Source: an optimization exercise on an open RTL-to-GDS flow (aim: small area, a short achievable clock period and few clock cycles per item). Production flows keep margins and buffers that such runs may drop. In this exercise RTL edits were held to simulation tests only and were not proved equivalent to the original.

**config.mk**
```make
export PLATFORM = sky130hd
export DESIGN_NAME = sdeb_top
export DESIGN_NICKNAME = sdeb_top
export VERILOG_FILES = /design/flow/design.v
export SDC_FILE = /design/flow/constraint.sdc
export NUM_CORES = 4
export LEC_CHECK = 0
export CAP_MARGIN = 20
export CORE_MARGIN = 2
export CORE_UTILIZATION = 55
export CTS_BUF_LIST = sky130_fd_sc_hd__clkbuf_16
export CTS_CLUSTER_DIAMETER = 60
export CTS_CLUSTER_SIZE = 20
export SETUP_SLACK_MARGIN = 3.0
export SLEW_MARGIN = 20
```
**constraint.sdc**
```tcl
create_clock -name core_clock -period 7.0 [get_ports {clk}]
set_input_delay 1.4000 -clock core_clock [delete_from_list [all_inputs] [get_ports {clk}]]
set_output_delay 1.4000 -clock core_clock [all_outputs]
set_load 0.01 [all_outputs]
```
**design.v**
```verilog
package sdeb_pkg;
	localparam int CordicSteps = 14;
	localparam logic [15:0] HalfTurn = 16'd32768;
	localparam logic [15:0] QuarterTurn = 16'd16384;
	typedef enum logic [1:0] {
		CFG_INCREMENT = 2'd0,
		CFG_CEILING = 2'd1,
		CFG_DECAY_STEP = 2'd2
	} cfg_idx_t;
	typedef struct packed {
		logic signed [15:0] x_pos;
		logic signed [15:0] y_pos;
		logic [15:0] source_energy;
		logic frame_start;
	} in_item_t;
	typedef struct packed {
		logic [5:0] hit_bin;
		logic [8:0] peak_angle;
		logic [7:0] peak_level;
	} out_item_t;
	function automatic logic [15:0] turn_atan(input logic [3:0] i);
		logic [15:0] r;
		case (i)
			4'd0: r = 16'd8192;
			4'd1: r = 16'd4836;
			4'd2: r = 16'd2555;
			4'd3: r = 16'd1297;
			4'd4: r = 16'd651;
			4'd5: r = 16'd326;
			4'd6: r = 16'd163;
			4'd7: r = 16'd81;
			4'd8: r = 16'd41;
			4'd9: r = 16'd20;
			4'd10: r = 16'd10;
			4'd11: r = 16'd5;
			4'd12: r = 16'd3;
			4'd13: r = 16'd1;
			default: r = 16'd0;
		endcase
		turn_atan = r;
	endfunction
endpackage
module sdeb_cordic #(
	parameter logic [13:0] REG_AFTER = 14'b10_1111_1111_1111,
	parameter int SW = 1,
	parameter int SW2 = 1,
	parameter int J2 = 2
) (
	input  logic clk,
	input  logic arst_n,
	input  logic in_valid,
	input  logic [18:0] x_in,           
	input  logic signed [18:0] y_in,    
	input  logic [SW-1:0] side_in,
	input  logic [SW2-1:0] side2_in,
	output logic out_valid,
	output logic [13:0] dirs,           
	output logic [SW-1:0] side_out,
	output logic [SW2-1:0] side2_out
);
	function automatic int yw(input int i);
		case (i)
			0, 1, 2: yw = 19;
			3: yw = 18;
			4: yw = 16;
			default: yw = 21 - i;
		endcase
	endfunction
	logic [18:0] xs [15];
	logic [18:0] ys [15];
	logic [13:0] ds [15];
	logic vs [15];
	logic [SW-1:0] ss [15];
	logic [SW2-1:0] s2 [15];
	assign xs[0] = x_in;
	assign ys[0] = y_in;
	assign ds[0] = '0;
	assign vs[0] = in_valid;
	assign ss[0] = side_in;
	assign s2[0] = '0;
	for (genvar i = 0; i < 14; i++) begin : g_it
		localparam int WI = yw(i);
		localparam int WO = (i < 13) ? yw(i + 1) : 1;
		logic signed [WI-1:0] y;
		logic [18:0] x, xn;
		logic signed [WO-1:0] yn;
		logic [13:0] dn;
		logic [SW2-1:0] s2n;
		logic s;
		assign x = xs[i];
		assign y = ys[i][WI-1:0];
		assign s = !y[WI-1];
		assign s2n = (i + 1 == J2) ? side2_in : s2[i];
		if (i < 12) begin : g_x
			localparam int MW = (WI - i - 1 > 0) ? WI - i - 1 : 1;
			logic [MW-1:0] m;
			logic [19:0] xa;
			assign m = MW'(y >>> i) ^ {MW{~s}};
			assign xa = {x, 1'b1} + {(19-MW)'(0), m, ~s};
			assign xn = xa[19:1];
		end else begin : g_nx
			assign xn = x;
		end
		if (i < 13) begin : g_y
			logic [WO-1:0] dy;
			logic [WO:0] ya;
			assign dy = WO'(x >> i) ^ {WO{s}};
			assign ya = {WO'(y), 1'b1} + {dy, s};
			assign yn = ya[WO:1];
		end else begin : g_ny
			assign yn = '0;
		end
		always_comb begin
			dn = ds[i];
			dn[i] = s;
		end
		if (REG_AFTER[i]) begin : g_r
			logic v_q;
			logic [18:0] x_q, y_q;
			logic [13:0] d_q;
			logic [SW-1:0] s_q;
			logic [SW2-1:0] s2_q;
			always_ff @(posedge clk or negedge arst_n)
				if (!arst_n) v_q <= 1'b0;
				else v_q <= vs[i];
			always_ff @(posedge clk) begin
				x_q <= xn;
				y_q <= 19'(yn);
				d_q <= dn;
				s_q <= ss[i];
				s2_q <= s2n;
			end
			assign vs[i+1] = v_q;
			assign xs[i+1] = x_q;
			assign ys[i+1] = y_q;
			assign ds[i+1] = d_q;
			assign ss[i+1] = s_q;
			assign s2[i+1] = s2_q;
		end else begin : g_c
			assign vs[i+1] = vs[i];
			assign xs[i+1] = xn;
			assign ys[i+1] = 19'(yn);
			assign ds[i+1] = dn;
			assign ss[i+1] = ss[i];
			assign s2[i+1] = s2n;
		end
	end
	assign out_valid = vs[14];
	assign dirs = ds[14];
	assign side_out = ss[14];
	assign side2_out = s2[14];
endmodule
module sound_direction_energy_bins #(
	parameter int BIN_COUNT = 36
) (
	input  logic clk,
	input  logic arst_n,
	input  logic in_valid,
	output logic in_stall,
	input  sdeb_pkg::in_item_t in_data,
	output logic out_valid,
	input  logic out_stall,
	output sdeb_pkg::out_item_t out_data,
	input  logic cfg_we,
	input  logic [1:0] cfg_index,
	input  logic [7:0] cfg_data
);
	localparam int NB = 36;
	logic [7:0] increment_q, ceiling_q, decay_step_q;
	logic scan_q, seek_q, stall_q, ov_q;
	logic [1:0] cnt_q;
	logic blocked, consume, recirc, taken;
	logic u_v, u_fs, u_head;
	logic [5:0] u_h;
	logic [7:0] u_add;
	logic v0_q, rc0_q, hd0_q, fs0_q;
	logic [15:0] ax0_q, e0_q;
	logic [16:0] yf0_q;
	logic [5:0] tag0_q;
	logic [15:0] ix, iy;
	logic xneg, xz, yz;
	assign ix = in_data.x_pos;
	assign iy = in_data.y_pos;
	assign xneg = ix[15];
	assign xz = (ix == 16'd0);
	assign yz = (iy == 16'd0);
	always_ff @(posedge clk or negedge arst_n)
		if (!arst_n) v0_q <= 1'b0;
		else v0_q <= recirc || (in_valid && !stall_q);
	always_ff @(posedge clk) begin
		ax0_q <= xneg ? 16'd0 - ix : ix;
		yf0_q <= xneg ? 17'd0 - {iy[15], iy} : {iy[15], iy};
		if (recirc) begin
			rc0_q <= 1'b1;
			hd0_q <= u_head || !seek_q;
			tag0_q <= u_h;
			e0_q <= {8'd0, u_add};
			fs0_q <= u_fs;
		end else begin
			rc0_q <= 1'b0;
			hd0_q <= 1'b0;
			tag0_q <= {2'b00, xneg, xz | yz, yz ? {1'b0, xneg} : {1'b1, iy[15]}};
			e0_q <= in_data.source_energy;
			fs0_q <= in_data.frame_start;
		end
	end
	logic m1_rc, m2_rc, m3_rc;
	logic [7:0] m1_q, m2_q, m3_q, add1;
	logic [11:0] m1_e;
	logic [7:0] m2_e;
	logic [3:0] m3_e;
	logic [11:0] pp0, pp1, pp2, pp3;
	assign pp0 = increment_q * e0_q[3:0];
	assign pp1 = increment_q * m1_e[3:0] + {4'd0, m1_q};
	assign pp2 = increment_q * m2_e[3:0] + {4'd0, m2_q};
	assign pp3 = increment_q * m3_e + {4'd0, m3_q};
	always_ff @(posedge clk) begin
		m1_rc <= rc0_q;
		m1_q <= rc0_q ? e0_q[7:0] : pp0[11:4];
		m1_e <= e0_q[15:4];
		m2_rc <= m1_rc;
		m2_q <= m1_rc ? m1_q : pp1[11:4];
		m2_e <= m1_e[11:4];
		m3_rc <= m2_rc;
		m3_q <= m2_rc ? m2_q : pp2[11:4];
		m3_e <= m2_e[7:4];
	end
	assign add1 = m3_rc ? m3_q : pp3[11:4];
	localparam int SW = 1 + 1 + 1 + 6;
	logic cv;
	logic [13:0] dirs;
	logic [SW-1:0] side_o;
	logic [7:0] c_add;
	sdeb_cordic #(.SW(SW), .SW2(8), .J2(4), .REG_AFTER(14'b10_1011_1111_1111)) u_cordic (
		.clk(clk), .arst_n(arst_n),
		.in_valid(v0_q),
		.x_in({1'b0, ax0_q, 2'b00}),
		.y_in({yf0_q, 2'b00}),
		.side_in({rc0_q, hd0_q, fs0_q, tag0_q}),
		.side2_in(add1),
		.out_valid(cv), .dirs(dirs), .side_out(side_o), .side2_out(c_add)
	);
	logic [19:0] th, tl;
	always_comb begin
		th = side_o[3] ? 20'd131283 : 20'd426195;
		for (int i = 0; i < 7; i++)
			th = th + (dirs[i] ? 20'(18 * int'(sdeb_pkg::turn_atan(4'(i)))) : 20'd0);
		tl = 20'd0;
		for (int i = 7; i < 14; i++)
			tl = tl + (dirs[i] ? 20'(18 * int'(sdeb_pkg::turn_atan(4'(i)))) : 20'd0);
	end
	logic za_v;
	logic [19:0] za_th;
	logic [11:0] za_tl;
	logic [SW-1:0] za_s;
	logic [7:0] za_add;
	always_ff @(posedge clk or negedge arst_n)
		if (!arst_n) za_v <= 1'b0;
		else za_v <= cv;
	always_ff @(posedge clk) begin
		za_th <= th;
		za_tl <= tl[11:0];
		za_s <= side_o;
		za_add <= c_add;
	end
	logic z_rc, z_hd, z_fs;
	logic [5:0] z_tag, hn, t6;
	logic [19:0] tt;
	assign {z_rc, z_hd, z_fs, z_tag} = za_s;
	assign tt = za_th + {8'd0, za_tl};
	assign t6 = tt[19:14];
	always_comb begin
		if (z_rc) hn = z_tag;
		else if (!z_tag[2]) hn = (t6 >= 6'd36) ? t6 - 6'd36 : t6;
		else case (z_tag[1:0])
			2'd0: hn = 6'd0;
			2'd1: hn = 6'd18;
			2'd2: hn = 6'd9;
			default: hn = 6'd27;
		endcase
	end
	logic b_v, b_fs, b_head;
	logic [5:0] b_h;
	logic [7:0] b_add, b_mca;
	logic signed [9:0] b_ca;      
	always_ff @(posedge clk or negedge arst_n)
		if (!arst_n) b_v <= 1'b0;
		else b_v <= za_v;
	always_ff @(posedge clk) begin
		b_h <= hn;
		ra_q <= (scan_q && scnt_q < 6'(NB)) ? scnt_q : hn;
		b_add <= za_add;
		b_ca <= 10'({2'd0, ceiling_q}) - 10'({2'd0, za_add});
		b_mca <= (za_add > ceiling_q) ? ceiling_q : za_add;
		b_fs <= z_fs;
		b_head <= z_hd;
	end
	logic [NB-1:0][8:0] bins_q;
	logic [7:0] base_q, base_n;
	logic [8:0] sp_q;             
	logic [5:0] p_q;              
	logic [8:0] ang_q;            
	logic [5:0] scnt_q, sidx_q, sh_q;
	logic [8:0] thr_q;
	logic scan_last;
	logic [8:0] rs_q, snew;
	logic [9:0] u_bn;
	logic signed [11:0] u_c1;
	logic [7:0] u_mca;
	logic [10:0] u_cbn, u_mbn;
	logic signed [10:0] spa_q, spa_n;    
	logic [1:0] cc;
	logic [5:0] ra_q;           
	logic [8:0] bdd;
	logic [9:0] bnb;
	logic signed [11:0] c1b;
	logic [7:0] mcab;
	assign bdd = b_fs ? {decay_step_q, 1'b0} : {1'b0, decay_step_q};
	assign base_n = consume ? u_bn[7:0] : base_q;
	logic [9:0] bnb0, bnb1;
	logic signed [11:0] c1b0, c1b1;
	logic [10:0] cbb0, cbb1, mbb0, mbb1;
	assign bnb0 = {2'b00, base_q} + {1'b0, bdd};
	assign bnb1 = {2'b00, u_bn[7:0]} + {1'b0, bdd};
	assign c1b0 = 12'({2'd0, bnb0}) + 12'(b_ca);
	assign c1b1 = 12'({2'd0, bnb1}) + 12'(b_ca);
	assign cbb0 = {3'd0, ceiling_q} + {1'b0, bnb0};
	assign cbb1 = {3'd0, ceiling_q} + {1'b0, bnb1};
	assign mbb0 = {3'd0, b_mca} + {1'b0, bnb0};
	assign mbb1 = {3'd0, b_mca} + {1'b0, bnb1};
	assign bnb = consume ? bnb1 : bnb0;
	assign c1b = consume ? c1b1 : c1b0;
	assign mcab = b_mca;
	logic [8:0] rsb, rsn;
	assign rsb = bins_q[ra_q];
	always_comb begin
		if (consume && u_h == b_h) rsn = snew;
		else if (!consume || cc == 2'd0) rsn = rsb;
		else if (cc == 2'd1) rsn = rsb[8] ? {1'b0, rsb[7:0]} : 9'd0;
		else rsn = 9'd0;
	end
	always_ff @(posedge clk or negedge arst_n)
		if (!arst_n) u_v <= 1'b0;
		else u_v <= b_v;
	always_ff @(posedge clk) begin
		u_h <= b_h;
		u_add <= b_add;
		u_fs <= b_fs;
		u_head <= b_head;
		rs_q <= rsn;
		u_bn <= bnb;
		u_c1 <= c1b;
		u_mca <= mcab;
		u_cbn <= consume ? cbb1 : cbb0;
		u_mbn <= consume ? mbb1 : mbb0;
		spa_q <= spa_n;
	end
	logic [8:0] rsf;
	logic [7:0] bnl;
	assign rsf = rs_q;
	assign cc = u_bn[9:8];
	assign bnl = u_bn[7:0];
	logic alive, clampa, pd0, gt, ge, vgt, vge, gtc, gec, gtm, gem, heq, hlt;
	logic signed [11:0] rsw;
	logic [9:0] rsa, vsum, lvt;
	logic [8:0] pdt;
	logic [7:0] lvl, pdv;
	assign rsw = {3'd0, rsf};
	assign alive = {1'b0, rsf} > u_bn;
	assign clampa = rsw > u_c1;
	assign pd0 = {1'b0, sp_q} <= u_bn;
	logic signed [10:0] rs11;
	assign rs11 = {2'd0, rsf};
	assign vgt = rs11 > spa_q;
	assign vge = rs11 >= spa_q;
	assign gtc = pd0 ? (ceiling_q != 8'd0) : (u_cbn > {2'd0, sp_q});
	assign gec = u_cbn >= {2'd0, sp_q};
	assign gtm = pd0 ? (u_mca != 8'd0) : (u_mbn > {2'd0, sp_q});
	assign gem = u_mbn >= {2'd0, sp_q};
	assign gt = alive ? (clampa ? gtc : (pd0 || vgt)) : gtm;
	assign ge = alive ? (clampa ? gec : vge) : gem;
	assign heq = (u_h == p_q);
	assign hlt = (u_h < p_q);
	assign vsum = {1'b0, rsf} + {2'b00, u_add};
	assign rsa = vsum - {cc, 8'd0};
	assign lvt = vsum - u_bn;
	assign lvl = !alive ? u_mca : clampa ? ceiling_q : lvt[7:0];
	assign snew = !alive ? {1'b0, u_mca} + {1'b0, bnl}
		: clampa ? {1'b0, ceiling_q} + {1'b0, bnl} : rsa[8:0];
	assign pdt = sp_q - {1'b0, bnl};
	assign pdv = pdt[7:0];      
	logic signed [10:0] ba11, dab, sn_a, sn_c, sn_m, sp_k, sp_h, sr_a, sz_a;
	assign ba11 = {3'd0, b_add};
	assign dab = 11'({3'd0, u_add}) - ba11 - 11'({cc, 8'd0});
	assign sn_a = rs11 + dab;
	assign sn_c = 11'({3'd0, ceiling_q}) + 11'({3'd0, bnl}) - ba11;
	assign sn_m = 11'({3'd0, u_mca}) + 11'({3'd0, bnl}) - ba11;
	assign sp_k = 11'({2'd0, sp_q}) - 11'({cc, 8'd0}) - ba11;
	assign sp_h = 11'({2'd0, sp_q}) - ba11;
	assign sr_a = 11'({2'd0, thr_q}) - ba11;
	assign sz_a = 11'd0 - ba11;
	logic take, rescan;
	always_comb begin
		rescan = 1'b0;
		if (pd0) take = gt;
		else if (heq) begin
			take = 1'b1;
			rescan = !ge;
		end else take = hlt ? ge : gt;
	end
	logic better;
	assign better = rsf > thr_q;
	assign scan_last = (scnt_q == 6'(NB + 2));
	always_ff @(posedge clk)
		if (!scan_q) begin
			scnt_q <= '0;
			sidx_q <= '0;
			thr_q <= {1'b0, base_q};
		end else begin
			scnt_q <= scnt_q + 6'd1;
			if (scnt_q == 6'd0) thr_q <= {1'b0, base_q};
			else if (scnt_q >= 6'd2 && scnt_q <= 6'(NB + 1) && better) begin
				sidx_q <= scnt_q - 6'd2;
				thr_q <= rsf;
			end
		end
	always_ff @(posedge clk or negedge arst_n)
		if (!arst_n) bins_q <= '0;
		else for (int j = 0; j < NB; j++) begin
			if (consume && u_h == 6'(j)) bins_q[j] <= snew;
			else if (consume && cc == 2'd1) bins_q[j] <= bins_q[j][8] ? {1'b0, bins_q[j][7:0]} : 9'd0;
			else if (consume && cc != 2'd0) bins_q[j] <= 9'd0;
		end
	assign blocked = scan_q || cnt_q[1];
	assign consume = u_v && !blocked && (!seek_q || u_head);
	assign recirc = u_v && !consume;
	assign taken = ov_q && !out_stall;
	logic push, scan_done, wr;
	logic [5:0] nh;
	logic [8:0] nang;
	logic [7:0] nlvl;
	logic [1:0] cnt_n;
	logic scan_n, seek_n;
	logic [5:0] a_h, q_h;
	logic [8:0] a_ang, q_ang;
	logic [7:0] a_lvl, q_lvl;
	logic [8:0] ang_h, ang_f;
	assign ang_h = 9'(u_h) * 9'd10;
	assign ang_f = 9'(sidx_q) * 9'd10;
	assign scan_done = scan_q && scan_last;
	assign push = (consume && !rescan) || scan_done;
	assign wr = consume || scan_done;
	always_comb begin
		if (scan_q) begin
			nh = sh_q;
			nang = ang_f;
			nlvl = 8'(thr_q - {1'b0, base_q});
		end else begin
			nh = u_h;
			nang = take ? ang_h : pd0 ? 9'd0 : ang_q;
			nlvl = take ? lvl : pd0 ? 8'd0 : pdv;
		end
	end
	assign cnt_n = cnt_q - 2'(taken) + 2'(push);
	always_comb begin
		if (consume) begin
			if (take) spa_n = !alive ? sn_m : clampa ? sn_c : sn_a;
			else if (pd0) spa_n = sz_a;
			else spa_n = sp_k;
		end else if (scan_done) spa_n = sr_a;
		else spa_n = sp_h;
	end
	assign scan_n = consume ? rescan : (scan_q && !scan_last);
	assign seek_n = (recirc && !seek_q) ? 1'b1 : (consume && u_head) ? 1'b0 : seek_q;
	always_ff @(posedge clk or negedge arst_n)
		if (!arst_n) begin
			scan_q <= 1'b0;
			seek_q <= 1'b0;
			cnt_q <= 2'd0;
			ov_q <= 1'b0;
			stall_q <= 1'b0;
			base_q <= 8'd0;
			p_q <= '0;
			ang_q <= '0;
			sp_q <= '0;
		end else begin
			scan_q <= scan_n;
			seek_q <= seek_n;
			cnt_q <= cnt_n;
			ov_q <= (cnt_n != 2'd0);
			stall_q <= seek_n || (b_v && (scan_n || cnt_n[1]));
			base_q <= base_n;
			if (consume) begin
				if (take) begin
					p_q <= u_h;
					ang_q <= ang_h;
					sp_q <= snew;
				end else if (pd0) begin
					p_q <= '0;
					ang_q <= '0;
					sp_q <= '0;
				end else sp_q <= sp_q - {cc, 8'd0};
			end else if (scan_done) begin
				p_q <= sidx_q;
				ang_q <= ang_f;
				sp_q <= thr_q;
			end
		end
	always_ff @(posedge clk) begin
		if (consume && rescan) sh_q <= u_h;
		if (wr && (cnt_q == 2'd0 || (cnt_q == 2'd1 && taken))) begin
			a_h <= nh;
			a_ang <= nang;
			a_lvl <= nlvl;
		end else if (taken && cnt_q[1]) begin
			a_h <= q_h;
			a_ang <= q_ang;
			a_lvl <= q_lvl;
		end
		if (wr && ((cnt_q == 2'd1 && !taken) || (cnt_q == 2'd2 && taken))) begin
			q_h <= nh;
			q_ang <= nang;
			q_lvl <= nlvl;
		end
	end
	assign in_stall = stall_q;
	assign out_valid = ov_q;
	assign out_data.hit_bin = a_h;
	assign out_data.peak_angle = a_ang;
	assign out_data.peak_level = a_lvl;
	always_ff @(posedge clk or negedge arst_n) begin
		if (!arst_n) begin
			increment_q <= 8'd20;
			ceiling_q <= 8'd200;
			decay_step_q <= 8'd1;
		end else if (cfg_we) begin
			case (cfg_index)
				sdeb_pkg::CFG_INCREMENT: increment_q <= cfg_data;
				sdeb_pkg::CFG_CEILING: ceiling_q <= cfg_data;
				sdeb_pkg::CFG_DECAY_STEP: decay_step_q <= cfg_data;
				default: ;
			endcase
		end
	end
endmodule
module sdeb_top (
	input  logic clk,
	input  logic arst_n,
	input  logic in_valid,
	output logic in_stall,
	input  logic signed [15:0] in_x,
	input  logic signed [15:0] in_y,
	input  logic [15:0] in_energy,
	input  logic in_frame_start,
	output logic out_valid,
	input  logic out_stall,
	output logic [5:0] out_hit_bin,
	output logic [8:0] out_peak_angle,
	output logic [7:0] out_peak_level,
	input  logic cfg_we,
	input  logic [1:0] cfg_index,
	input  logic [7:0] cfg_data
);
	sdeb_pkg::in_item_t in_data;
	sdeb_pkg::out_item_t out_data;
	assign in_data.x_pos = in_x;
	assign in_data.y_pos = in_y;
	assign in_data.source_energy = in_energy;
	assign in_data.frame_start = in_frame_start;
	assign out_hit_bin = out_data.hit_bin;
	assign out_peak_angle = out_data.peak_angle;
	assign out_peak_level = out_data.peak_level;
	sound_direction_energy_bins #(.BIN_COUNT(36)) u_bins (
		.clk(clk), .arst_n(arst_n),
		.in_valid(in_valid), .in_stall(in_stall), .in_data(in_data),
		.out_valid(out_valid), .out_stall(out_stall), .out_data(out_data),
		.cfg_we(cfg_we), .cfg_index(cfg_index), .cfg_data(cfg_data)
	);
endmodule
```
**run.sh**
```bash
#!/bin/bash
# synth_recipe.tcl (not shown) runs the flow's synth.tcl, then flattens the netlist and writes it again
# the make line also repeats each setting of config.mk as NAME=value (left out here)
make -C /OpenROAD-flow-scripts/flow DESIGN_CONFIG=/design/flow/config.mk WORK_HOME=/design/flow/orfs CLKGATE_MAP_FILE= SYNTH_SCRIPT=/design/flow/synth_recipe.tcl finish
```
==> results of run 1 <==
[kinds of logic after synthesis]
family          after synthesis  share of synthesized area, %
mux                         219                          4.95
buf+inv                     630                          3.38
simple gates               1647                          11.0
compound gates             1503                          13.7
fa+ha+maj                   765                          14.7
xor+xnor                    806                          9.96
flops                      1369                          42.4
[per-layer routing]
layer | track usage (%) | wire (um) | share of wire, %
met1 | 38.2 | 83700 | 46
met2 | 43.8 | 83700 | 46
met3 | 3.93 | 9250 | 5.0
met4 | 9.86 | 6770 | 3.7
met5 | 0 | 0 | 0
[how the worst min path moves through the flow]
stage | slack (ns) | depth (start not counted) | startpoint | to
finish | 0.32 | 0 | u_bins.u_cordic.g_it[6].g_r.s2_q[6]$_DFF_P_ | u_bins.u_cordic.g_it[7].g_r.s2_q[6]$_DFF_P_
global route | 0.33 | 0 | u_bins.m1_e[8]$_DFF_P_ | u_bins.m2_e[4]$_DFF_P_
CTS | 0.32 | 0 | u_bins.u_cordic.g_it[5].g_r.s_q[3]$_DFF_P_ | u_bins.u_cordic.g_it[6].g_r.s_q[3]$_DFF_P_
detailed placement | 0.31 | 0 | u_bins.m1_e[8]$_DFF_P_ | u_bins.m2_e[4]$_DFF_P_
global placement | 0.31 | 0 | u_bins.u_cordic.g_it[6].g_r.s_q[5]$_DFF_P_ | u_bins.u_cordic.g_it[7].g_r.s_q[5]$_DFF_P_
floorplan | 0.31 | 0 | u_bins.za_s[6]$_DFF_P_ | u_bins.b_fs$_DFF_P_
[what timing repair did]
action	in CTS	in global routing
pin swaps	23	101
hold buffers	0	0
gates cloned	1	0
gates resized for setup	94	184
endpoints found under the setup margin	116	130
buffers inserted	24	70
[critical path: stages (launching register included)]
cell	delay [ns]
dfrtp_1	0.38
nor2b_4	0.14
nor3b_4	0.25
and2_4	0.24
nand2_4	0.07
nand2_4	0.07
ha_4	0.13
inv_2	0.04
fa_2	0.58
clkinvlp_4	0.17
fa_2	0.39
a21o_1	0.20
a21oi_2	0.16
o21bai_1	0.11
a21oi_2	0.18
nor2b_1	0.06
o21a_1	0.20
o21ai_1	0.13
nand2b_1	0.09
a21oi_2	0.17
xnor2_1	0.14
[sequential cells by signal (all words and copies together) (netlist names), 10 cells and up]
signal and flops:
u_bins.bins_q 324, u_bins.u_cordic.g_it.g_r.x_q 194, u_bins.u_cordic.g_it.g_r.y_q 159, u_bins.u_cordic.g_it.g_r.s_q 105, u_bins.u_cordic.g_it.g_r.d_q 81, u_bins.u_cordic.g_it.g_r.s2_q 72, u_bins.za_th 19, u_bins.yf0_q 17
u_bins.ax0_q 16, u_bins.e0_q 16, u_bins.m1_e 12, u_bins.u_c1 12, u_bins.u_cordic.g_it.g_r.v_q 12, u_bins.spa_q 11, u_bins.u_cbn 11, u_bins.u_mbn 11
u_bins.za_tl 11, u_bins.u_bn 10
[cells in the final DEF, fill, tap and decap left out, types with 28 or more instances in the layout]
cell type / count
dfxtp_1: 863
ha_1: 638
nand2_1: 561
xnor2_1: 549
inv_1: 421
dfrtp_1: 389
o21ai_0: 384
nor2_1: 361
a21oi_1: 321
xor2_1: 246
a22o_1: 153
nand3_1: 137
buf_4: 123
a21o_1: 121
clkbuf_16: 121
nor3_1: 112
and2_1: 108
fa_1: 105
mux4_2: 99
clkdlybuf4s50_1: 87
nor2b_1: 79
o21a_1: 65
o21bai_1: 63
nand2b_1: 63
mux2_2: 61
edfxtp_1: 60
mux2i_1: 58
and3_1: 53
a21oi_2: 43
o31ai_1: 37
a31oi_1: 33
nand4_1: 32
or3_1: 28
a211oi_1: 28
dfxtp_2: 28
[area by class of cell]
class	count	area [um^2]
Clock buffer	121	3030
Sequential cell	1369	30100
Fill cell	10700	48200
Multi-Input combinational cell	4941	39400
Inverter	432	1630
Timing Repair Buffer	238	2180
Tap cell	1662	2080
Clock inverter	93	1000
Antenna cell	2	5.00
[per-stage QoR]
step                      utilization (%)
final                                62.3
after global routing                 62.3
after CTS                            61.2
after detailed placement             57.7
after global placement               57.7
after floorplan                         -
==> qor.yml, run 1 <==
timing:
  setup_tns_ns: 0
  drv_slew: 0
  hold_viol: 0
  worst_pin_slew_ns: 1.21
  fmax_ghz: 0.251
  period_share_pct: 56.9
  setup_ws_ns: 3.02
  max_slew_margin_pct: 19.2
  holdWs_ns: 0.320
  setup_viol_count_final: 0
  rsz0062_at_grt: "true"
  fin_worst_skew_ns: 0.0304
  fin_crit_ns: 3.98
place:
  postPlaceCellArea_um2: 73600
  placedCellCount: 8547
  pre_cts_slack_ns: 2.31
  hpwlAfterDp_um: 135000
  place.gp.congestion: 0.933
  io_buffers: 88
worst_setup_path:
  crit_start: "u_bins.seek_q$_DFF_PN0_"
  cp-start-kind: "flop"
  r2r_cells: 20
  crit_path_max_fanout: 6
  rrSetupSlack_ns: 3.02
  cp-endpoint: "u_bins.u_c1[10]$_DFF_P_"
  critPathCaptureType: "flop"
  arrival_ns: 4.64
  required_ns: 7.66
  critical_path_class: "reg2reg"
  rr_startpoint: "u_bins.seek_q$_DFF_PN0_"
  r2r-end: "u_bins.u_c1[10]$_DFF_P_"
routing:
  viasPerCell: 5.70
  ant_nets: 0
  vias: 50500
  first_iter_violations: 3361
  drc: 0
  detail_route.wl_per_cell_um: 20.7
  finalWirelength_um: 183000
  drt_pass1_iterations: 8
clocking:
  root_buffer: "clkbuf_16"
  path_clk_slew_ns: 0.07
  clock_latency_ns: 0.75
  cts_tree: "yes"
  clock_path_buffers: 3
  cts_max_level: 3
  numCtsBuffers: 115
  cts.sinks: 1369
floorplanning:
  core.rowCount: 131
  die_w_um: 363
  num_io_pins: 89
  initial_core_util_pct: 55.5
  dieHeight_um: 363
  coreArea_um2: 128000
  die_area_um2: 132000
job:
  timing.max_cap.violations: 0
global_routing:
  grt_pass1_wl_um: 282000
  antenna_found_initial: 3
  grt_pass1_vias: 48800
  grt_usage_pct: 27.5
  grt_max_degree: 177
  gr-total-overflow: 0
worst_hold_path:
  hold_class: "reg2reg"
yosys:
  netlist_area_um2: 70900
  synth_cell_types: 92
  yosys_warnings: 8
  ys_seq_area_share_pct: 42.4
  synth_edf_count: 60
  synth-seq-cells: 1369
  avgSynthCellArea_um2: 10.2
  netlist.area_leader.share_pct: 25.6
  ys.flop_type: "dfxtp_1"
  syn_inst: 6939
  yosysMostFrequentCell: "dfxtp_1"
  syn_nets: 7768
  synthTopCellsByArea: "dfxtp_1, dfrtp_1, ha_1"
  synthArstFlopShare_pct: 29.4
  synth_commonest_cells: "dfxtp_1, ha_1, nand2_1"
  yosys.area.top_type: "dfxtp_1"
final_layout:
  drive_above_1_share_pct: 10.9
  final_cell_area_um2: 79500
  nets: 7926
  area_growth_pct: 12.2
  layout.cells.non_filler: 8858
outcome:
  status: "no timing/DRC/antenna violations"
Testbench counts, summed over its fixed seeds: cycles 2,536, items 2,400.
==> run 2, diff against run 1 <==
--- a/config.mk
+++ b/config.mk
@@ -11,5 +11,5 @@
 export CTS_BUF_LIST = sky130_fd_sc_hd__clkbuf_16
 export CTS_CLUSTER_DIAMETER = 60
 export CTS_CLUSTER_SIZE = 20
-export SETUP_SLACK_MARGIN = 3.0
+export SETUP_SLACK_MARGIN = 2.5
 export SLEW_MARGIN = 20
==> run 2 against run 1 <==
  * Still clean
  * First-iteration DRC count shrank 1.4%
  * Maximum frequency shrank 9.1%
  * Area after synthesis is the same
  * Cell area shrank 1.8%
  * Utilization shrank 1.1 points
  * Critical path depth shrank 1
  * Routed wire length shrank 1.0%
  * Register-to-register slack lost 0.40 ns
  * Via count shrank 0.72%
  * Critical path type unchanged
==> qor.yml, run 2 <==
outcome:
  status: "no timing/DRC/antenna violations"
final_layout:
  area_growth_pct: 10.1
  final_common_cell: "dfxtp_1"
  fin_util_pct: 61.1  # -1.1 points
  nets: 7848  # -0.98%
  top_regs: "u_bins.bins_q: 324 flops, u_bins.u_cordic.g_it.g_r.x_q: 194 flops, u_bins.u_cordic.g_it.g_r.y_q: 159 flops"
  final_cell_mix: "dfxtp_1, ha_1, nand2_1, xnor2_1, inv_1"
  largest_reg_flops: 324  # unchanged
  largest-register: "u_bins.bins_q"
  drive_above_1_share_pct: 7.55  # -3.3 points
floorplanning:
  die_w_um: 363  # unchanged
  dieHeight_um: 363  # unchanged
  die_area_um2: 132000  # unchanged
  num_io_pins: 89  # unchanged
  core.rowCount: 131  # unchanged
  coreArea_um2: 128000  # unchanged
  initial_core_util_pct: 55.5  # unchanged
timing:
  period_share_pct: 62.6  # +5.7 points
  max_slew_margin_pct: 23.1  # +3.9 points
  drv_slew: 0  # unchanged
  hold_viol: 0  # unchanged
  rsz0062_at_grt: "true"
  setup_viol_count_final: 0  # unchanged
  fmax_ghz: 0.228  # -9.1%
  fin_worst_skew_ns: 0.0359  # +0.00545 ns
  fin_crit_ns: 4.38  # +0.398 ns
  setup_tns_ns: 0  # unchanged
  worst_pin_slew_ns: 1.15  # -0.0583 ns
worst_setup_path:
  rr_startpoint: "u_bins.b_add[2]$_DFF_P_"
  crit_start: "u_bins.b_add[2]$_DFF_P_"
  path_buf_inv: 2  # unchanged
  cp-start-kind: "flop"
  slowest_delay_ns: 0.45  # -0.13 ns
  critical_path.top_delay_family: "compound AO/OA/AOI/OAI gates"
  path_cells: "inv_1 -> ha_1 -> a21o_1 -> a21o_1 -> a21o_1 -> xnor2_1 -> ha_1 -> inv_1 -> ha_1 -> and3_1 -> a21oi_1 -> a31oi_1 -> o21a_1 -> nor2_1 -> o21ai_0 -> xnor2_1 -> o21ai_1 -> a211oi_1 -> o31ai_1"
  critPathCaptureType: "flop"
  crit_path_max_fanout: 6  # unchanged
  required_ns: 7.64  # -0.02 ns
  arrival_ns: 5.02  # +0.38 ns
  rrSetupSlack_ns: 2.62  # -0.40 ns
  cp_slowest_cell: "dfxtp_1"
  critical_path_class: "reg2reg"
routing:
  detail_route.wl_per_cell_um: 20.7  # about the same
  vias: 50200  # -0.72%
  drc: 0  # unchanged
  drt_pass1_iterations: 6  # -2
  ant_nets: 0  # unchanged
  finalWirelength_um: 182000  # -1.0%
  viasPerCell: 5.71  # +0.19%
  first_iter_violations: 3314  # -1.4%
place:
  hpwlAfterDp_um: 135000  # -0.21%
  place.gp.congestion: 0.935  # +0.14%
  io_buffers: 88  # unchanged
yosys:
  netlist_area_um2: 70900  # unchanged
  avgSynthCellArea_um2: 10.2  # unchanged
  syn_nets: 7768  # unchanged
  ys.flop_type: "dfxtp_1"
  synth_edf_count: 60  # unchanged
  synthTopCellsByArea: "dfxtp_1, dfrtp_1, ha_1"
  yosys.area.top_type: "dfxtp_1"
  netlist.area_leader.share_pct: 25.6  # unchanged
  ys_seq_area_share_pct: 42.4  # unchanged
  yosysMostFrequentCell: "dfxtp_1"
  syn_inst: 6939  # unchanged
  synth_commonest_cells: "dfxtp_1, ha_1, nand2_1"
  synth-seq-cells: 1369  # unchanged
  synthArstFlopShare_pct: 29.4  # unchanged
  yosys_warnings: 8  # unchanged
  synth_cell_types: 92  # unchanged
worst_hold_path:
  hold_class: "reg2reg"
  hp-start: "u_bins.u_cordic.g_it[13].g_r.s2_q[1]$_DFF_P_"
clocking:
  cts.sinks: 1369  # unchanged
  holdBufCountCts: 0  # unchanged
  numCtsBuffers: 116  # +0.87%
  path_clk_slew_ns: 0.08  # about the same
  clock_latency_ns: 0.75  # about the same
  cts_max_level: 3  # unchanged
  root_buffer: "clkbuf_16"
  cts_tree: "yes"
  clock_path_buffers: 3  # unchanged
global_routing:
  gr-total-overflow: 0  # unchanged
  grt_pass1_wl_um: 281000  # -0.43%
  grt_pass1_vias: 48600  # -0.36%
  grt_usage_pct: 27.4  # -0.077 points
  grt_max_degree: 157  # -11%
  antenna_found_initial: 9  # +6
job:
  timing.max_cap.violations: 0  # unchanged
run 2: cell counts after synthesis:
No cell type changed its count.
run 2: repair_timing:
| item | CTS | global route |
|---|---|---|
| pin swaps | 1 | 5 |
| gates resized for setup | 9 | 28 |
| hold endpoints to repair | 0 | 0 |
| setup buffers | 2 | 10 |
| gates cloned | 1 | 1 |
| setup endpoints to repair | 31 | 54 |
run 2: layout make-up:
type	instances	area, um^2
Timing Repair Buffer	158	1460
Antenna cell	1	2.50
Clock buffer	119	2980
Sequential cell	1369	30100
Inverter	432	1630
Tap cell	1662	2080
Fill cell	10900	49600
Clock inverter	95	1170
Multi-Input combinational cell	4942	38700
run 2: worst reg2reg max path, stage by stage, from the launching register on:
cell and delay, ns:
dfxtp_1 0.45, inv_1 0.24, ha_1 0.41, a21o_1 0.21, a21o_1 0.18, a21o_1 0.20
xnor2_1 0.14, ha_1 0.28, inv_1 0.04, ha_1 0.35, and3_1 0.19, a21oi_1 0.16
a31oi_1 0.13, o21a_1 0.18, nor2_1 0.23, o21ai_0 0.17, xnor2_1 0.15, o21ai_1 0.20
a211oi_1 0.11, o31ai_1 0.24
run 2: kinds of logic (layout without fill, tap and decap cells):
family	count (synthesis)	in the layout	synth area share [%]
other	0	1	0
buffers and inverters	630	804	3.38
multiplexers	219	219	4.95
AND/OR/NAND/NOR	1647	1648	11.0
flip-flops	1369	1369	42.4
XOR/XNOR	806	806	9.96
AO/OA/AOI/OAI	1503	1504	13.7
adder cells (fa/ha/maj)	765	765	14.7
run 2: path summary, 6_finish.rpt:
kind,to,cells past startpoint
worst max-delay path,u_bins.spa_q[10]$_DFF_P_,19
worst min-delay path,u_bins.za_add[1]$_DFF_P_,0
worst max register to register,u_bins.spa_q[10]$_DFF_P_,19
worst min register to register,u_bins.za_add[1]$_DFF_P_,0
max in group asynchronous,u_bins.increment_q[1]$_DFFE_PN0P_,2
min in group asynchronous,u_bins.bins_q[259]$_DFFE_PN0P_,1
run 2: stage by stage:
stage          setup slack (ns)  area (um^2)  std cells  hold WS [ns]
2_1_floorplan              2.57        70900       6939         0.310
3_3_place_gp               2.27        73600       8548         0.310
3_5_place_dp               2.29        73600       8549         0.312
4_1_cts                    2.53        77800       8766         0.318
5_1_grt                    2.34        78000       8777         0.326
6_report                   2.62        78000       8778         0.309
run 2: per-layer routing:
layer / vias to the layer above / share of wire (%) / GRT usage [%]
met3: 329 / 5.6 / 4.03
met2: 1317 / 46 / 44.8
met5: - / 0.0044 / 0
met4: 2 / 3.8 / 9.45
met1: 24100 / 44 / 37.2
li1: 24400 / - / -
==> run 3, diff against run 2 <==
--- a/design.v
+++ b/design.v
@@ -231,7 +231,7 @@
 	logic [13:0] dirs;
 	logic [SW-1:0] side_o;
 	logic [7:0] c_add;
-	sdeb_cordic #(.SW(SW), .SW2(8), .J2(4), .REG_AFTER(14'b10_1011_1111_1111)) u_cordic (
+	sdeb_cordic #(.SW(SW), .SW2(8), .J2(4)) u_cordic (
 		.clk(clk), .arst_n(arst_n),
 		.in_valid(v0_q),
 		.x_in({1'b0, ax0_q, 2'b00}),
@@ -304,16 +304,16 @@
 	logic [8:0] thr_q;
 	logic scan_last;
 	logic [8:0] rs_q, snew;
-	logic [9:0] u_bn;
-	logic signed [11:0] u_c1;
+	logic [9:0] u_bn, bn0_q, bn1_q;
+	logic signed [11:0] u_c1, c10_q, c11_q;
+	logic [10:0] cb0_q, cb1_q, mb0_q, mb1_q;
+	logic cons_q;
 	logic [7:0] u_mca;
 	logic [10:0] u_cbn, u_mbn;
 	logic signed [10:0] spa_q, spa_n;    
 	logic [1:0] cc;
 	logic [5:0] ra_q;           
 	logic [8:0] bdd;
-	logic [9:0] bnb;
-	logic signed [11:0] c1b;
 	logic [7:0] mcab;
 	assign bdd = b_fs ? {decay_step_q, 1'b0} : {1'b0, decay_step_q};
 	assign base_n = consume ? u_bn[7:0] : base_q;
@@ -328,8 +328,10 @@
 	assign cbb1 = {3'd0, ceiling_q} + {1'b0, bnb1};
 	assign mbb0 = {3'd0, b_mca} + {1'b0, bnb0};
 	assign mbb1 = {3'd0, b_mca} + {1'b0, bnb1};
-	assign bnb = consume ? bnb1 : bnb0;
-	assign c1b = consume ? c1b1 : c1b0;
+	assign u_bn = cons_q ? bn1_q : bn0_q;
+	assign u_c1 = cons_q ? c11_q : c10_q;
+	assign u_cbn = cons_q ? cb1_q : cb0_q;
+	assign u_mbn = cons_q ? mb1_q : mb0_q;
 	assign mcab = b_mca;
 	logic [8:0] rsb, rsn;
 	assign rsb = bins_q[ra_q];
@@ -348,11 +350,16 @@
 		u_fs <= b_fs;
 		u_head <= b_head;
 		rs_q <= rsn;
-		u_bn <= bnb;
-		u_c1 <= c1b;
+		bn0_q <= bnb0;
+		bn1_q <= bnb1;
+		c10_q <= c1b0;
+		c11_q <= c1b1;
+		cb0_q <= cbb0;
+		cb1_q <= cbb1;
+		mb0_q <= mbb0;
+		mb1_q <= mbb1;
+		cons_q <= consume;
 		u_mca <= mcab;
-		u_cbn <= consume ? cbb1 : cbb0;
-		u_mbn <= consume ? mbb1 : mbb0;
 		spa_q <= spa_n;
 	end
 	logic [8:0] rsf;
==> config.mk (replaced) <==
export PLATFORM = sky130hd
export DESIGN_NAME = sdeb_top
export DESIGN_NICKNAME = sdeb_top
export VERILOG_FILES = /design/flow/design.v
export SDC_FILE = /design/flow/constraint.sdc
export NUM_CORES = 4
export LEC_CHECK = 0
export CAP_MARGIN = 20
export CORE_MARGIN = 2
export CORE_UTILIZATION = 40
export CTS_BUF_LIST = sky130_fd_sc_hd__clkbuf_8
export SETUP_SLACK_MARGIN = 1.5
export SLEW_MARGIN = 20
==> run 3 against run 2 <==
  * Still clean on timing, DRC and antenna
  * Routed wire length up 4.0%
  * Via count is 7.4% higher
  * Global-route usage decreased by 7.8 points
  * Largest cell class unchanged
==> qor.yml, run 3 <==
final_layout:
  final_common_cell: "dfxtp_1"
  drive_above_1_share_pct: 9.15  # +1.6 points
  largest_reg_flops: 324  # unchanged
  fill_cells: 17800  # +63%
  multi_input_area_um2: 40700  # +5.2%
  final_cell_mix: "dfxtp_1, nand2_1, ha_1, o21ai_0, xnor2_1"
  top_regs: "u_bins.bins_q: 324 flops, u_bins.u_cordic.g_it.g_r.x_q: 213 flops, u_bins.u_cordic.g_it.g_r.y_q: 169 flops"
  area_growth_pct: 12.1
  largest-register: "u_bins.bins_q"
  final_cell_area_um2: 84400  # +8.1%
  ff_latch_area_um2: 32100  # +6.8%
  nets: 8538  # +8.8%
floorplanning:
  coreArea_um2: 187000  # +47%
  num_io_pins: 89  # unchanged
  die_w_um: 438  # +21%
  core.rowCount: 159  # +21%
  dieHeight_um: 438  # +21%
  die_area_um2: 192000  # +46%
  initial_core_util_pct: 40.2  # -15 points
routing:
  viasPerCell: 5.19  # -9.1%
  drc: 0  # unchanged
  drt_pass1_iterations: 5  # -1
  finalWirelength_um: 189000  # +4.0%
  detail_route.wl_per_cell_um: 18.2  # -12%
  vias: 53800  # +7.4%
  first_iter_violations: 3247  # -2.0%
  ant_nets: 0  # unchanged
yosys:
  synth_top_family_by_area: "adder cells"
  avgSynthCellArea_um2: 10.1  # -1.4%
  yosysMostFrequentCell: "dfxtp_1"
  synth_cell_types: 106  # +15%
  synth_compound_area_share_pct: 13.2  # -0.51 points
  syn_nets: 8346  # +7.4%
  synthTopCellsByArea: "dfxtp_1, dfrtp_1, ha_1"
  ys.flop_type: "dfxtp_1"
  synth_edf_count: 60  # unchanged
  synth_commonest_cells: "dfxtp_1, nand2_1, ha_1"
  yosys.area.top_type: "dfxtp_1"
  ys_seq_area_share_pct: 42.6  # +0.26 points
  yosys_warnings: 8  # unchanged
  netlist.area_leader.share_pct: 26.8  # +1.2 points
  synth.mux.area_fraction_pct: 5.35  # +0.40 points
  synthAdderAreaFrac_pct: 14.5  # -0.14 points
  netlist_area_um2: 75300  # +6.2%
  synth-seq-cells: 1472  # +7.5%
  synthXorXnorAreaFrac_pct: 9.69  # -0.27 points
  yosys.area_share.simple_pct: 11.1  # +0.17 points
  synthArstFlopShare_pct: 27.4  # -2.0 points
  syn_inst: 7477  # +7.8%
global_routing:
  grt_pass1_wl_um: 300000  # +6.5%
  grt_pass1_vias: 54400  # +12%
  grt_usage_pct: 19.6  # -7.8 points
  grt_max_degree: 184  # +17%
  gr-total-overflow: 0  # unchanged
  antenna_found_initial: 9  # unchanged
worst_hold_path:
  hold_class: "reg2reg"
  hold_depth: 0  # unchanged
timing:
  setup_viol_count_final: 0  # unchanged
  rsz0062_at_grt: "false"
  fin_crit_ns: 5.02  # +0.640 ns
  drv_slew: 0  # unchanged
  period_share_pct: 71.7  # +9.1 points
  max_slew_margin_pct: 20.8  # -2.3 points
  setup_ws_ns: 1.98  # -0.640 ns
  hold_viol: 0  # unchanged
  setup_tns_ns: 0  # unchanged
  worst_pin_slew_ns: 1.19  # +0.0346 ns
  fin_worst_skew_ns: 0.0625  # +0.0266 ns
  holdWs_ns: 0.279  # -0.0302 ns
  fmax_ghz: 0.199  # -13%
worst_setup_path:
  cp.depth: 13  # -6
  slowest_delay_ns: 0.80  # +0.35 ns
  path_cells: "mux2i_1 -> ha_1 -> nand2_1 -> nor4_1 -> nor4_4 -> buf_4 -> or2_1 -> o211ai_2 -> o22ai_4 -> nor2_2 -> buf_4 -> mux2i_1 -> o221ai_1"
  critPathCaptureType: "flop"
  crit_path_max_fanout: 31  # +25
  path_buf_inv: 2  # unchanged
  cp-start-kind: "flop"
  arrival_ns: 5.69  # +0.67 ns
  cp_slowest_cell: "mux2i_1"
  critical_path_class: "reg2reg"
  critical_path.top_delay_family: "simple AND/OR/NAND/NOR gates"
  required_ns: 7.67  # +0.03 ns
  r2r_cells: 13  # -6
clocking:
  clock_path_buffers: 3  # unchanged
  clock_latency_ns: 0.99  # +0.24 ns
  cts_setup_buffers: 0  # -2
  numCtsBuffers: 241  # +110%
  path_clk_slew_ns: 0.06  # -0.02 ns
  root_buffer: "clkbuf_8"
  cts_max_level: 4  # +1
  cts.sinks: 1472  # +7.5%
  cts_tree: "yes"
place:
  place.gp.congestion: 0.910  # -2.6%
  io_buffers: 88  # unchanged
  postPlaceCellArea_um2: 79000  # +7.4%
  hpwlAfterDp_um: 141000  # +4.4%
  pre_cts_slack_ns: 1.87  # -0.421 ns
job:
  timing.max_cap.violations: 0  # unchanged
outcome:
  status: "no timing/DRC/antenna violations"
## run 3: cell count changes after synthesis, sizes merged, moves of 35 or more
| cell | delta |
|---|---|
| a21oi | +35 |
| a22o | -140 |
| dfxtp | +102 |
| ha | +35 |
| inv | +38 |
| nand2 | +158 |
| o21ai | +175 |
## run 3: routing by layer
metal | GRT usage [%] | wire length [um] | up-vias
li1 | - | - | 26400
met1 | 25.7 | 84600 | 25800
met2 | 32.7 | 88400 | 1263
met3 | 3.22 | 9710 | 370
met4 | 6.97 | 6090 | 0
met5 | 0 | 0 | -
## run 3: cell families after synthesis
group                      Yosys count
AOI/OAI and AO/OA                 1611
xor gates and xnor gates           833
adders and majority gates          805
buffers and inverters              676
DFF                               1472
muxes                              265
and+or+nand+nor                   1815
## run 3: worst paths after layout
path	endpoint	slack, ns	startpoint
max	u_bins.a_ang[5]$_DFFE_PP_	1.98	u_bins.cons_q$_DFF_P_
min	u_bins.u_cordic.g_it[9].g_r.d_q[4]$_DFF_P_	0.28	u_bins.u_cordic.g_it[8].g_r.d_q[4]$_DFF_P_
max reg2reg	u_bins.a_ang[5]$_DFFE_PP_	1.98	u_bins.cons_q$_DFF_P_
min reg2reg	u_bins.u_cordic.g_it[9].g_r.d_q[4]$_DFF_P_	0.28	u_bins.u_cordic.g_it[8].g_r.d_q[4]$_DFF_P_
max in group asynchronous	u_bins.bins_q[135]$_DFFE_PN0P_	4.91	arst_n
min in group asynchronous	u_bins.bins_q[155]$_DFFE_PN0P_	0.49	arst_n
## run 3: through the flow
stage / util [%] / std cells
finish: 45.0 / 10400
floorplan: - / 7477
CTS: 45.0 / 10400
detailed placement: 42.2 / 9919
global route: 45.0 / 10400
global placement: 42.2 / 9919
## run 3: timing repair
| item | CTS | global route |
|---|---|---|
| hold endpoints to repair | 0 | 0 |
| hold buffers | 0 | 0 |
| resized for setup | 0 | 1 |
| setup endpoints to repair | 0 | 5 |
## run 3: final cells by class
type,instances,share of cell area (%)
diodes,7,0.0208
well taps,2495,3.70
repair buffers,155,1.68
clock buffers,304,4.96
multi-input cells,5329,48.2
inverters,470,2.09
flip-flops and latches,1472,38.1
clock inverters,138,1.28
## run 3: worst reg2reg max path: stages (launching register included)
cell and delay, ns:
dfxtp_4 0.68, mux2i_1 0.83, ha_1 0.37, nand2_1 0.10, nor4_1 0.47, nor4_4 0.10
buf_4 0.24, or2_1 0.27, o211ai_2 0.09, o22ai_4 0.14, nor2_2 0.66, buf_4 0.33
mux2i_1 0.28, o221ai_1 0.15
Testbench counts of run 3, summed over its fixed seeds: cycles 2,544, items 2,400.
==> run 4, diff against run 3 <==
--- a/config.mk
+++ b/config.mk
@@ -7,7 +7,7 @@
 export LEC_CHECK = 0
 export CAP_MARGIN = 20
 export CORE_MARGIN = 2
-export CORE_UTILIZATION = 40
+export CORE_UTILIZATION = 55
 export CTS_BUF_LIST = sky130_fd_sc_hd__clkbuf_8
-export SETUP_SLACK_MARGIN = 1.5
+export SETUP_SLACK_MARGIN = 2.5
 export SLEW_MARGIN = 20
==> run 4 against run 3 <==
  * Area after synthesis unchanged
  * Die area is 27% lower
  * Register-to-register slack gained 0.67 ns
  * First-iteration DRC count rose by 2.7%
  * Utilization up 17 points
  * Global-route usage increased by 6.7 points
  * Still clean on timing, DRC and antenna
  * Flip-flop and latch count unchanged
  * Cell area is 0.51% lower
  * Clock skew up 0.012 ns
  * Largest cell class unchanged
  * Clock-buffer cell count down 20
  * Maximum frequency increased by 15%
==> qor.yml, run 4 <==
place:
  place.gp.congestion: 0.914  # +0.40%
  io_buffers: 88  # unchanged
  hpwlAfterDp_um: 137000  # -2.7%
  pre_cts_slack_ns: 1.61  # -0.258 ns
floorplanning:
  initial_core_util_pct: 55.5  # +15 points
  die_w_um: 374  # -15%
  core.rowCount: 135  # -15%
  die_area_um2: 140000  # -27%
  dieHeight_um: 374  # -15%
  num_io_pins: 89  # unchanged
  coreArea_um2: 136000  # -28%
routing:
  viasPerCell: 5.54  # +6.8%
  drt_pass1_iterations: 5  # unchanged
  first_iter_violations: 3334  # +2.7%
  ant_nets: 0  # unchanged
  vias: 53600  # -0.40%
  detail_route.wl_per_cell_um: 19.1  # +4.8%
  finalWirelength_um: 185000  # -2.3%
  drc: 0  # unchanged
timing:
  fmax_ghz: 0.230  # +15%
  rsz0062_at_grt: "true"
  max_slew_margin_pct: 28.4  # +7.6 points
  fin_crit_ns: 4.35  # -0.673 ns
  setup_ws_ns: 2.65  # +0.673 ns
  drv_slew: 0  # unchanged
  period_share_pct: 62.1  # -9.6 points
  hold_viol: 0  # unchanged
  setup_tns_ns: 0  # unchanged
  setup_viol_count_final: 0  # unchanged
  worst_pin_slew_ns: 1.07  # -0.114 ns
  fin_worst_skew_ns: 0.0749  # +0.0123 ns
yosys:
  synth_cell_types: 106  # unchanged
  syn_nets: 8346  # unchanged
  ys_seq_area_share_pct: 42.6  # unchanged
  synth_commonest_cells: "dfxtp_1, nand2_1, ha_1"
  synth_edf_count: 60  # unchanged
  netlist_area_um2: 75300  # unchanged
  synth-seq-cells: 1472  # unchanged
  yosys_warnings: 8  # unchanged
  yosys.area_share.simple_pct: 11.1  # unchanged
  yosys.area.top_type: "dfxtp_1"
  avgSynthCellArea_um2: 10.1  # unchanged
  ys.flop_type: "dfxtp_1"
  syn_inst: 7477  # unchanged
  yosysMostFrequentCell: "dfxtp_1"
  synth_top_family_by_area: "adder cells"
  synthXorXnorAreaFrac_pct: 9.69  # unchanged
  synth_compound_area_share_pct: 13.2  # unchanged
  synthAdderAreaFrac_pct: 14.5  # unchanged
  synth.mux.area_fraction_pct: 5.35  # unchanged
  synthTopCellsByArea: "dfxtp_1, dfrtp_1, ha_1"
  netlist.area_leader.share_pct: 26.8  # unchanged
  synthArstFlopShare_pct: 27.4  # unchanged
final_layout:
  final_cell_mix: "dfxtp_1, nand2_1, ha_1, o21ai_0, xnor2_1"
  top_regs: "u_bins.bins_q: 324 flops, u_bins.u_cordic.g_it.g_r.x_q: 213 flops, u_bins.u_cordic.g_it.g_r.y_q: 169 flops"
  largest_reg_flops: 324  # unchanged
  largest-register: "u_bins.bins_q"
  area_growth_pct: 11.5
  fill_cells: 11500  # -35%
  nets: 8553  # +0.18%
  drive_above_1_share_pct: 9.66  # +0.51 points
  final_common_cell: "dfxtp_1"
worst_setup_path:
  crit_start: "u_bins.rs_q[0]$_DFF_P_"
  arrival_ns: 5.19  # -0.50 ns
  crit_path_max_fanout: 42  # +35%
  critical_path_class: "reg2reg"
  required_ns: 7.84  # +0.17 ns
  critPathCaptureType: "flop"
  rr_startpoint: "u_bins.rs_q[0]$_DFF_P_"
  cp-start-kind: "flop"
clocking:
  clock_latency_ns: 0.97  # -0.02 ns
  root_buffer: "clkbuf_8"
  path_clk_slew_ns: 0.07  # about the same
  holdBufCountCts: 0  # unchanged
  numCtsBuffers: 235  # -2.5%
  cts_tree: "yes"
  cts.sinks: 1472  # unchanged
  clock_path_buffers: 3  # unchanged
  cts_max_level: 4  # unchanged
global_routing:
  grt_usage_pct: 26.3  # +6.7 points
  grt_pass1_wl_um: 292000  # -2.7%
  antenna_found_initial: 10  # +1
  grt_pass1_vias: 53100  # -2.4%
  grt_max_degree: 120  # -35%
  gr-total-overflow: 0  # unchanged
worst_hold_path:
  hold_class: "reg2reg"
  hp-start: "u_bins.u_cordic.g_it[6].g_r.d_q[6]$_DFF_P_"
job:
  timing.max_cap.violations: 0  # unchanged
outcome:
  status: "no timing/DRC/antenna violations"
[run 4: path summary, 6_finish.rpt]
| path | to | slack (ns) | cells past startpoint |
|---|---|---|---|
| setup / recovery | u_bins.stall_q$_DFF_PN0_ | 2.65 | 15 |
| hold / removal | u_bins.u_cordic.g_it[7].g_r.d_q[6]$_DFF_P_ | 0.28 | 0 |
| setup reg to reg | u_bins.stall_q$_DFF_PN0_ | 2.65 | 15 |
| hold reg to reg | u_bins.u_cordic.g_it[7].g_r.d_q[6]$_DFF_P_ | 0.28 | 0 |
| max in group asynchronous | u_bins.bins_q[62]$_DFFE_PN0P_ | 4.85 | 2 |
| min in group asynchronous | u_bins.bins_q[185]$_DFFE_PN0P_ | 0.51 | 1 |
[run 4: final cells by class]
type                       instances  area, um^2  area share, %
multi-input combinational       5330       40800           48.6
sequential                      1472       32100           38.3
clock buffer                     284        3910           4.66
tap                             1781        2230           2.65
inverter                         470        1770           2.11
timing repair buffer             175        1580           1.88
clock inverter                   157        1530           1.82
antenna                            5        12.5         0.0149
[run 4: logic make-up after synthesis]
kind of cell	after synthesis
AO/OA/AOI/OAI	1611
XOR/XNOR	833
adder cells (fa/ha/maj)	805
buffers and inverters	676
flip-flops	1472
multiplexers	265
AND/OR/NAND/NOR	1815
[run 4: through the flow]
stage	area, um^2	std cells	hold WS (ns)	utilization, %
2_1_floorplan	75300	7477	0.310	-
3_3_place_gp	78200	9205	0.310	57.6
3_5_place_dp	78200	9205	0.312	57.6
4_1_cts	83700	9651	0.282	61.7
5_1_grt	83900	9671	0.286	61.9
6_report	83900	9674	0.277	61.9
[run 4: timing repair]
| item | in CTS | in global routing |
|---|---|---|
| endpoints found under the hold margin | 0 | 0 |
| endpoints found under the setup margin | 94 | 27 |
| gates cloned | 1 | 0 |
| pin swaps | 2 | 0 |
| setup buffers | 4 | 18 |
| resized for setup | 15 | 26 |
[run 4: per-layer routing]
metal	global-route usage, %	wire length (um)
met1	35.2	84200
met2	42.9	84700
met3	4.18	9350
met4	9.67	6250
met5	0	40
[run 4: worst max-delay path, stage by stage (launching register included)]
cell	delay (ns)
dfxtp_1	0.63
clkinvlp_4	0.15
buf_4	0.20
ha_1	0.21
nor2b_1	0.11
o211ai_1	0.09
a21oi_1	0.23
o31ai_4	0.10
buf_4	0.29
or4_1	0.60
a311oi_2	0.53
o21ai_0	0.19
ha_1	0.25
xnor2_1	0.26
o21ai_0	0.13
o22a_1	0.19
==> run 5, diff against run 4 <==
--- a/config.mk
+++ b/config.mk
@@ -7,7 +7,7 @@
 export LEC_CHECK = 0
 export CAP_MARGIN = 20
 export CORE_MARGIN = 2
-export CORE_UTILIZATION = 55
+export CORE_UTILIZATION = 65
 export CTS_BUF_LIST = sky130_fd_sc_hd__clkbuf_8
-export SETUP_SLACK_MARGIN = 2.5
+export SETUP_SLACK_MARGIN = 4
 export SLEW_MARGIN = 20
==> run 5 against run 4 <==
  * Via count rose by 14%
  * Hold slack got worse by 0.0095 ns
  * Area after synthesis did not move
  * Utilization rose by 21 points
  * First-iteration DRC count rose by 86%
  * Global-route usage rose by 9.1 points
  * Flip-flop and latch count did not move
  * Cell area rose by 13%
  * Routed wire length rose by 24%
  * Synthesized cell count did not move
  * Die area fell by 15%
==> qor.yml, run 5 <==
outcome:
  status: "no timing/DRC/antenna violations"
floorplanning:
  initial_core_util_pct: 65.7  # +10 points
  die_w_um: 344  # -7.9%
  dieHeight_um: 344  # -7.9%
  core.rowCount: 124  # -8.1%
  coreArea_um2: 115000  # -15%
  num_io_pins: 89  # unchanged
worst_setup_path:
  required_ns: 7.82  # -0.02 ns
  crit_top_cell: "fa_1"
  cp.depth: 14  # -1
  crit_path_max_fanout: 6  # -86%
  cp-start-kind: "flop"
  critPathCaptureType: "flop"
  r2r_cells: 14  # -1
  arrival_ns: 5.00  # -0.19 ns
timing:
  fmax_ghz: 0.239  # +4.1%
  fin_worst_skew_ns: 0.0968  # +0.0220 ns
  setup_viol_count_final: 0  # unchanged
  rsz0062_at_grt: "true"
  fin_crit_ns: 4.18  # -0.170 ns
  period_share_pct: 59.7  # -2.4 points
  worst_pin_slew_ns: 1.16  # +0.0896 ns
  max_slew_margin_pct: 22.4  # -6.0 points
  drv_slew: 0  # unchanged
clocking:
  clock_path_buffers: 3  # unchanged
  root_buffer: "clkbuf_8"
  clock_latency_ns: 0.99  # +0.02 ns
  path_clk_slew_ns: 0.06  # about the same
  cts.sinks: 1472  # unchanged
  holdBufCountCts: 0  # unchanged
  numCtsBuffers: 227  # -3.4%
yosys:
  synth_cell_types: 106  # unchanged
  synth_edf_count: 60  # unchanged
  synthTopCellsByArea: "dfxtp_1, dfrtp_1, ha_1"
  netlist_area_um2: 75300  # unchanged
  syn_inst: 7477  # unchanged
  yosys.area.top_type: "dfxtp_1"
  synth_commonest_cells: "dfxtp_1, nand2_1, ha_1"
  yosysMostFrequentCell: "dfxtp_1"
  syn_nets: 8346  # unchanged
  synthArstFlopShare_pct: 27.4  # unchanged
  netlist.area_leader.share_pct: 26.8  # unchanged
  ys_seq_area_share_pct: 42.6  # unchanged
routing:
  vias: 61100  # +14%
  viasPerCell: 6.17  # +11%
  detail_route.wl_per_cell_um: 23.2  # +22%
  first_iter_violations: 6210  # +86%
  drc: 0  # unchanged
final_layout:
  final_cell_area_um2: 94700  # +13%
  final_cell_mix: "dfxtp_1, nand2_1, ha_1, xnor2_1, inv_1"
  fill_cells: 6483  # -44%
  largest-register: "u_bins.bins_q"
  drive_above_1_share_pct: 26.1  # +16 points
  nets: 9047  # +5.8%
global_routing:
  grt_max_degree: 184  # +53%
  grt_pass1_vias: 58700  # +11%
  grt_pass1_wl_um: 324000  # +11%
  gr-total-overflow: 0  # unchanged
worst_hold_path:
  hold_class: "reg2reg"
place:
  place.gp.congestion: 0.965  # +5.6%
  io_buffers: 88  # unchanged
  postPlaceCellArea_um2: 78600  # +0.59%
job:
  timing.max_cap.violations: 0  # unchanged
-- run 5: logic make-up after synthesis --
| group | count (synthesis) | share of synthesized area, % |
|---|---|---|
| and+or+nand+nor | 1815 | 11.1 |
| AOI/OAI and AO/OA | 1611 | 13.2 |
| adders and majority gates | 805 | 14.5 |
| xor gates and xnor gates | 833 | 9.69 |
| buffers and inverters | 676 | 3.49 |
| DFF | 1472 | 42.6 |
| muxes | 265 | 5.35 |
-- run 5: layout make-up --
| cell class | count | area (um^2) | share of cell area, % |
|---|---|---|---|
| clock inverter | 137 | 1080 | 1.14 |
| antenna | 7 | 17.5 | 0.0185 |
| inverter | 470 | 1800 | 1.90 |
| timing repair buffer | 670 | 7560 | 7.98 |
| sequential | 1472 | 32200 | 34.0 |
| multi-input combinational | 5337 | 46100 | 48.7 |
| clock buffer | 288 | 3960 | 4.19 |
| tap | 1512 | 1890 | 2.00 |
-- run 5: worst paths after layout --
path	from	slack, ns	to
worst max-delay path	u_bins.increment_q[2]$_DFFE_PN1P_	2.82	u_bins.m2_q[6]$_DFF_P_
worst min-delay path	u_bins.u_cordic.g_it[9].g_r.d_q[8]$_DFF_P_	0.27	u_bins.u_cordic.g_it[10].g_r.d_q[8]$_DFF_P_
worst max register to register	u_bins.increment_q[2]$_DFFE_PN1P_	2.82	u_bins.m2_q[6]$_DFF_P_
worst min register to register	u_bins.u_cordic.g_it[9].g_r.d_q[8]$_DFF_P_	0.27	u_bins.u_cordic.g_it[10].g_r.d_q[8]$_DFF_P_
max in group asynchronous	arst_n	4.90	u_bins.scan_q$_DFF_PN0_
min in group asynchronous	arst_n	0.49	u_bins.bins_q[200]$_DFFE_PN0P_
-- run 5: layer usage --
layer | GRT usage, % | part of all wire (%) | vias up
met1 | 44.5 | 37 | 29100
met3 | 8.81 | 11 | 1134
met4 | 18.9 | 6.9 | 14
met2 | 56.4 | 45 | 3297
met5 | 0 | 0.037 | -
li1 | - | - | 27500
-- run 5: stage by stage --
stage / setup WS (ns) / util [%] / hold WS (ns) / std cells
5_1_grt: 2.74 / 82.6 / 0.277 / 9891
4_1_cts: 2.87 / 79.0 / 0.272 / 9712
2_1_floorplan: 3.10 / - / 0.309 / 7477
3_3_place_gp: 1.90 / 68.6 / 0.309 / 8926
6_report: 2.82 / 82.6 / 0.268 / 9893
3_5_place_dp: 1.81 / 68.6 / 0.312 / 8926
-- run 5: repair_timing --
| action | 4_1_cts | 5_1_grt |
|---|---|---|
| cloned | 40 | 10 |
| setup endpoints to repair | 666 | 610 |
| buffers inserted | 321 | 163 |
| resized for setup | 901 | 669 |
| pin swaps | 346 | 393 |
-- run 5: worst reg2reg max path, stage by stage (launching register included) --
cell and delay, ns:
dfstp_4 0.64, buf_12 0.12, and2_4 0.14, fa_1 0.44, fa_1 0.54, inv_2 0.04, fa_1 0.48, inv_1 0.05
ha_2 0.18, or3_4 0.37, o211a_1 0.23, or3_4 0.38, buf_4 0.15, xnor2_2 0.12, o21ai_1 0.19

[afterwards: timing with drivers on the ports]
In the flow no input, the clock included, has a driving cell. The finished layouts below were timed again as built, in two steps. Step 1, drivers: a clkbuf_16 drives clk and a buf_2 each remaining input, both assumed. Step 2 times the ports against the registers' clock, not the clock port: input delays grow and output delays shrink by t, the midpoint of the rising clock arrivals with the driver on. Slacks: ideal ports / drivers / drivers and shift; pairs: ideal ports / drivers.
run | shift t [ns] | slack for setup (ns) | pins driven straight from the clock port
run 1 | 0.815 | 3.018 / 3.018 / 3.018 | 1
run 2 | 0.823 | 2.620 / 2.620 / 2.620 | 1
run 3 | 1.041 | 1.980 / 1.980 / 1.980 | 1
run 4 | 1.016 | 2.654 / 2.654 / 2.654 | 1
run 5 | 1.019 | 2.824 / 2.824 / 2.824 | 1
After both steps every run listed still meets setup and hold.
